Source: an optimization exercise on an open RTL-to-GDS flow (aim: small area). Production flows keep margins and buffers that such runs may drop.
RTL that was checked went through simulation tests only; none was proved equivalent to the original. The clock port is modelled as an ideal driver; clocking choices that lean on that would not hold on a real chip.

==> inputs of raven <==
## rv_core
module rv_core #(
  parameter logic [31:0] reset_pc = '0
) (
  input  logic        clk,
  input  logic        rst,
  input  logic        halt,
  output logic        mem_req,
  output logic [31:0] mem_addr,
  output logic        mem_we,
  output logic [31:0] mem_wdata,
  input  logic        mem_ack,
  input  logic [31:0] mem_rdata
);
export LEC_CHECK = 0
export CAP_MARGIN = 20
export CORE_MARGIN = 2
export CORE_UTILIZATION = 40
export SLEW_MARGIN = 20
create_clock -name core_clock -period 10.0 [get_ports {clk}]
standard.sh (not shown) runs the stock make flow with config.mk's settings and CLKGATE_MAP_FILE= SYNTH_SCRIPT=/design/flow/synth_recipe.tcl, a recipe that flattens the netlist after the stock synthesis.
==> flow/flow/run.sh <==
#!/bin/bash
# standard layout with a leaner clock tree and minimum-size port buffers
export CTS_ARGS="-sink_clustering_enable -repair_clock_nets -dont_use_dummy_load -buf_list sky130_fd_sc_hd__clkbuf_16 -sink_clustering_size 32 -sink_clustering_max_diameter 50"
export BUFFER_PORTS_ARGS="-buffer_cell sky130_fd_sc_hd__buf_1"
bash standard.sh > standard.log 2>&1
==> inputs of lagoon, as changes to raven <==
==> flow/flow/run.sh (replaced) <==
#!/bin/bash
# standard layout with a leaner clock tree and minimum-size port buffers
export CTS_ARGS="-sink_clustering_enable -repair_clock_nets -dont_use_dummy_load -buf_list sky130_fd_sc_hd__clkbuf_8 -sink_clustering_size 20 -sink_clustering_max_diameter 40"
export BUFFER_PORTS_ARGS="-buffer_cell sky130_fd_sc_hd__buf_1"
bash standard.sh > standard.log 2>&1
==> inputs of cedar, as changes to raven <==
--- a/flow/design.v
+++ b/flow/design.v
@@ -37,16 +37,17 @@
   localparam logic [3:0] S_R2S   = 4'd13;   
   logic [4:0]  t;
   logic [3:0]  state;
   logic        w;        
   logic [31:0] pc;
   logic [31:0] p;
   logic [31:0] q;
   logic [4:0]  ri;       
+  logic [4:0]  sh;       
   logic        c;        
   logic        eqf;      
   logic        tk;       
   logic [6:0] opc;
   logic [2:0] f3;
   logic is_alu, is_alui, is_load, is_store, is_br, is_jal, is_jalr, is_lui, is_auipc;
   assign opc      = q[6:0];
   assign f3       = q[14:12];
@@ -89,40 +90,38 @@
   assign rv = rf_out[ri];
   localparam logic [2:0] X_0 = 3'd0, X_RV = 3'd1, X_P = 3'd2, X_PC = 3'd3, X_Q = 3'd4,
                          X_FILL = 3'd5, X_TK = 3'd6;
   localparam logic [2:0] Y_0 = 3'd0, Y_RV = 3'd1, Y_IMM = 3'd2, Y_4 = 3'd3, Y_RPC = 3'd4;
   localparam logic [1:0] O_ADD = 2'd0, O_XOR = 2'd1, O_OR = 2'd2, O_AND = 2'd3;
   logic [2:0] xs, ys;
   logic [1:0] aop;
   logic       sub, clr0, uns, cmp_ld, br_ld;
-  logic       pc_we, p_sh, q_sh, q_ld, sh_in;
+  logic       pc_we, p_sh, q_sh, q_ld, sh_ld, sh_in, sh_dec;
   logic       req_set, req_clr, tk_set;
   logic [3:0] ns;
   logic       nw, ri_ld;
   logic       last;
   logic       run;
   assign last = t == 5'd31;
-  logic t_lt_sh;
-  assign t_lt_sh = t < q[24:20];
   assign run  = !w;
   logic [1:0] f3aop;
   always_comb begin
     case (f3)
       3'd4: f3aop = O_XOR;
       3'd6: f3aop = O_OR;
       3'd7: f3aop = O_AND;
       default: f3aop = O_ADD;
     endcase
   end
   always_comb begin
     xs = X_0; ys = Y_0; aop = O_ADD; sub = 1'b0; clr0 = 1'b0; uns = f3[0];
     cmp_ld = 1'b0; br_ld = 1'b0;
     pc_we = 1'b0; p_sh = 1'b0; q_sh = 1'b0; q_ld = 1'b0;
-    sh_in = 1'b0;
+    sh_ld = 1'b0; sh_in = 1'b0; sh_dec = 1'b0;
     rf_we = 1'b0; clr = 1'b0;
     req_set = 1'b0; req_clr = 1'b0; tk_set = 1'b0;
     ns = state; nw = w; ri_ld = 1'b0;
     if (w) begin
       if (last) nw = 1'b0;
     end else begin
       case (state)
         S_CLR: begin
@@ -160,23 +159,26 @@
               cmp_ld = is_slt;
             end
           end else if (is_load || is_store || is_jalr) begin
             ys = Y_IMM;
             clr0 = is_jalr;
           end
           if (last) begin
             ri_ld = 1'b1;
+            sh_ld = 1'b1;
             if (is_alu || is_br) ns = S_R2;
             else if (is_store) ns = S_R2S;
             else if (is_load) begin
               ns = S_MEMR;
               nw = 1'b1;
-            end else if (is_alui && is_shift && f3[2]) ns = S_PSH;
-            else ns = S_WR;
+            end else if (is_alui && is_shift && f3[2]) begin
+              ns = S_PSH;
+              nw = 1'b1;
+            end else ns = S_WR;
           end
         end
         S_R2: begin
           ys = Y_RV;
           if (is_alu && is_shift) begin
             sh_in = t < 5'd5;
           end else begin
             xs = X_P;
@@ -189,40 +191,54 @@
               aop = f3aop;
               sub = is_sub || is_slt;
               cmp_ld = is_slt;
             end
           end
           if (last) begin
             ri_ld = 1'b1;
             if (is_br) ns = S_PCI;
-            else if (is_shift && f3[2]) ns = S_PSH;
-            else ns = S_WR;
+            else if (is_shift && f3[2]) begin
+              ns = S_PSH;
+              nw = 1'b1;
+            end else ns = S_WR;
           end
         end
         S_R2S: begin
           ys = Y_RV;
           q_sh = 1'b1;
           aop = O_OR;
           if (last) begin
             ns = S_MEMW;
             nw = 1'b1;
           end
         end
         S_PSH: begin
           xs = X_FILL;
           aop = O_OR;
-          p_sh = t_lt_sh;
-          if (last) ns = S_WR;
+          ri_ld = 1'b1;
+          if (sh != 5'd0) begin
+            p_sh = 1'b1;
+            sh_dec = 1'b1;
+          end else begin
+            ns = S_WR;
+            nw = 1'b1;
+          end
         end
         S_WR: begin
           rf_we = 1'b1;
           if (is_alu || is_alui) begin
             aop = O_OR;
-            if (is_shift && !f3[2] && t_lt_sh) begin
+            if (is_shift) begin
+              if (sh != 5'd0) begin
+                sh_dec = 1'b1;
+              end else begin
+                xs = X_P;
+                p_sh = 1'b1;
+              end
             end else if (is_slt) begin
               xs = X_TK;
             end else begin
               xs = X_P;
               p_sh = 1'b1;
             end
           end else if (is_lui) begin
             ys = Y_IMM;
@@ -310,18 +326,20 @@
   end
   always_ff @(posedge clk) begin
     c   <= cout;
     eqf <= eqn;
     pc  <= {pc_we ? r : pc[0], pc[31:1]};
     if (p_sh) p <= {r, p[31:1]};
     if (q_ld) q <= mem_rdata;
     else if (q_sh) q <= {r, q[31:1]};
-    else if (sh_in) q[24:20] <= {rv, q[24:21]};
     if (ri_ld) ri <= (ns == S_R1) ? q[19:15] : (ns == S_R2 || ns == S_R2S) ? q[24:20] : q[11:7];
+    if (sh_ld) sh <= q[24:20];
+    else if (sh_in) sh <= {rv, sh[4:1]};
+    else if (sh_dec) sh <= sh - 5'd1;
     if (tk_set) tk <= is_jal;
     else if (last && cmp_ld) tk <= lt;
     else if (last && br_ld) tk <= (f3[2] ? lt : eqn) ^ f3[0];
   end
   always_ff @(posedge clk or negedge rst) begin
     if (!rst) begin
       t       <= 5'd0;
       state   <= S_CLR;
==> flow/flow/run.sh (replaced) <==
#!/bin/bash
# standard layout with a leaner clock tree and minimum-size port buffers
export CTS_ARGS="-sink_clustering_enable -repair_clock_nets -dont_use_dummy_load -buf_list sky130_fd_sc_hd__clkbuf_16 -sink_clustering_size 40 -sink_clustering_max_diameter 60"
export BUFFER_PORTS_ARGS="-buffer_cell sky130_fd_sc_hd__buf_1"
bash standard.sh > standard.log 2>&1
==> results.py <==
metrics = {
    "drt": {
        "wire_per_inst_um": 15.9,
    },
    "outcome": {
        "status": "timing/DRC/antenna clean",
    },
    "critical_path": {
        "crit_path_top_delay_cell": "edfxtp_1",
        "path_cells": "mux4_2, nor2b_1, or4_1, o32ai_2, mux2i_1, nand3_1, o21ai_1, xor2_1, fa_1, nand2_1, mux4_2, o41ai_1",
        "r2r_start": "ri[0]",
    },
    "clock_network": {
        "cts_root_buffer": "clkbuf_8",
    },
    "sta": {
        "fmax_mhz": 204,
    },
    "placed_design": {
        "dp.cells": 2591,
        "dp_hpwl_um": 27900,
    },
    "finish": {
        "syn_to_final_growth_pct": 10.1,
        "clock_cell_area_share": 0.0459,
        "multi_input_area_share": 0.118,
    },
    "grt": {
        "grt_max_degree": 36,
        "grt_pass1_wl_um": 66400,
        "grt_usage": 0.123,
        "antenna_found_initial": 5,
    },
    "yosys": {
        "netlist.area_leader.share": 0.770,
        "synth.top_cells.by_count": "1026 x dfxtp_1, 70 x edfxtp_1, 58 x nand2_1",
        "synth-edff-count": 70,
    },
    "floorplan": {
        "die_h_um": 262,
        "die_area_um2": 68800,
    },
}
[end of results for lagoon]
==> results.py <==
metrics = {
    "yosys": {
        "synth-edff-count": 70,
        "netlist.area_leader.share": 0.770,
    },
    "floorplan": {
        "die_h_um": 262,
        "die_area_um2": 68800,
    },
    "critical_path": {
        "r2r_start": "ri[0]",
        "crit_path_top_delay_cell": "edfxtp_1",
        "path_cells": "mux4_2, nor2b_1, or4_1, o32ai_2, mux2i_1, nand3_1, o21ai_1, xor2_1, fa_1, nand2_1, mux4_2, o41ai_1",
    },
    "outcome": {
        "status": "timing/DRC/antenna clean",
    },
    "drt": {
        "wire_per_inst_um": 16.2,
    },
    "finish": {
        "syn_to_final_growth_pct": 11.2,
        "multi_input_area_share": 0.117,
    },
    "grt": {
        "antenna_found_initial": 3,
        "grt_usage": 0.123,
        "grt_pass1_wl_um": 66200,
    },
    "placed_design": {
        "dp_hpwl_um": 27900,
    },
    "sta": {
        "fmax_mhz": 205,
    },
}
[end of results for raven]
==> results.py <==
metrics = {
    "outcome": {
        "status": "timing/DRC/antenna clean",
    },
    "sta": {
        "rsz0062_at_grt": "false",
        "fmax_mhz": 210,
    },
    "grt": {
        "grt_max_degree": 41,
        "grt_pass1_wl_um": 66700,
    },
    "yosys": {
        "synth-edff-count": 75,
        "netlist.area_leader.share": 0.764,
        "synthSimpleGateAreaFrac": 0.0527,
        "synth.top_cells.by_count": "1026 x dfxtp_1, 95 x nand2_1, 75 x edfxtp_1",
    },
    "critical_path": {
        "crit_path_top_delay_cell": "mux4_2",
        "r2r_start": "q[3]",
    },
    "drt": {
        "wire_per_inst_um": 15.6,
    },
    "clock_network": {
        "cts_root_buffer": "clkbuf_16",
    },
    "floorplan": {
        "die_h_um": 263,
        "die_area_um2": 69300,
    },
    "finish": {
        "syn_to_final_growth_pct": 8.94,
        "clock_cell_area_share": 0.0359,
    },
    "placed_design": {
        "dp.cells": 2667,
    },
}
[end of results for cedar]
No functional check of the RTL was part of raven and lagoon.

==> re-timing with driven ports <==
In the flow no input, the clock included, has a driving cell. The finished layouts below were timed again as built, in two steps.
Step 1 (the two cells are an assumption about what drives the block):
set clk [get_ports {clk}]
set_driving_cell -lib_cell sky130_fd_sc_hd__clkbuf_16 $clk
set_driving_cell -lib_cell sky130_fd_sc_hd__buf_2 [delete_from_list [all_inputs] $clk]
Step 2, shift: input delay + t, output delay - t, t = (earliest + latest rising clock arrival at the registers) / 2. This alone moves slack from input paths to output paths.
Slacks: ideal / step 1 / step 2; pairs: ideal / step 1.
run | t, ns | setup slack, ns | worst setup path after step 2 | clock arrival spread, ns
raven | 0.633 | 5.111 / 5.111 / 5.111 | register to register | 0.086 / 0.086
lagoon | 0.715 | 5.102 / 5.102 / 5.102 | register to register | 0.125 / 0.125
cedar | 0.637 | 5.248 / 5.248 / 5.248 | register to register | 0.077 / 0.076
After both steps setup and hold are still met in every run listed.
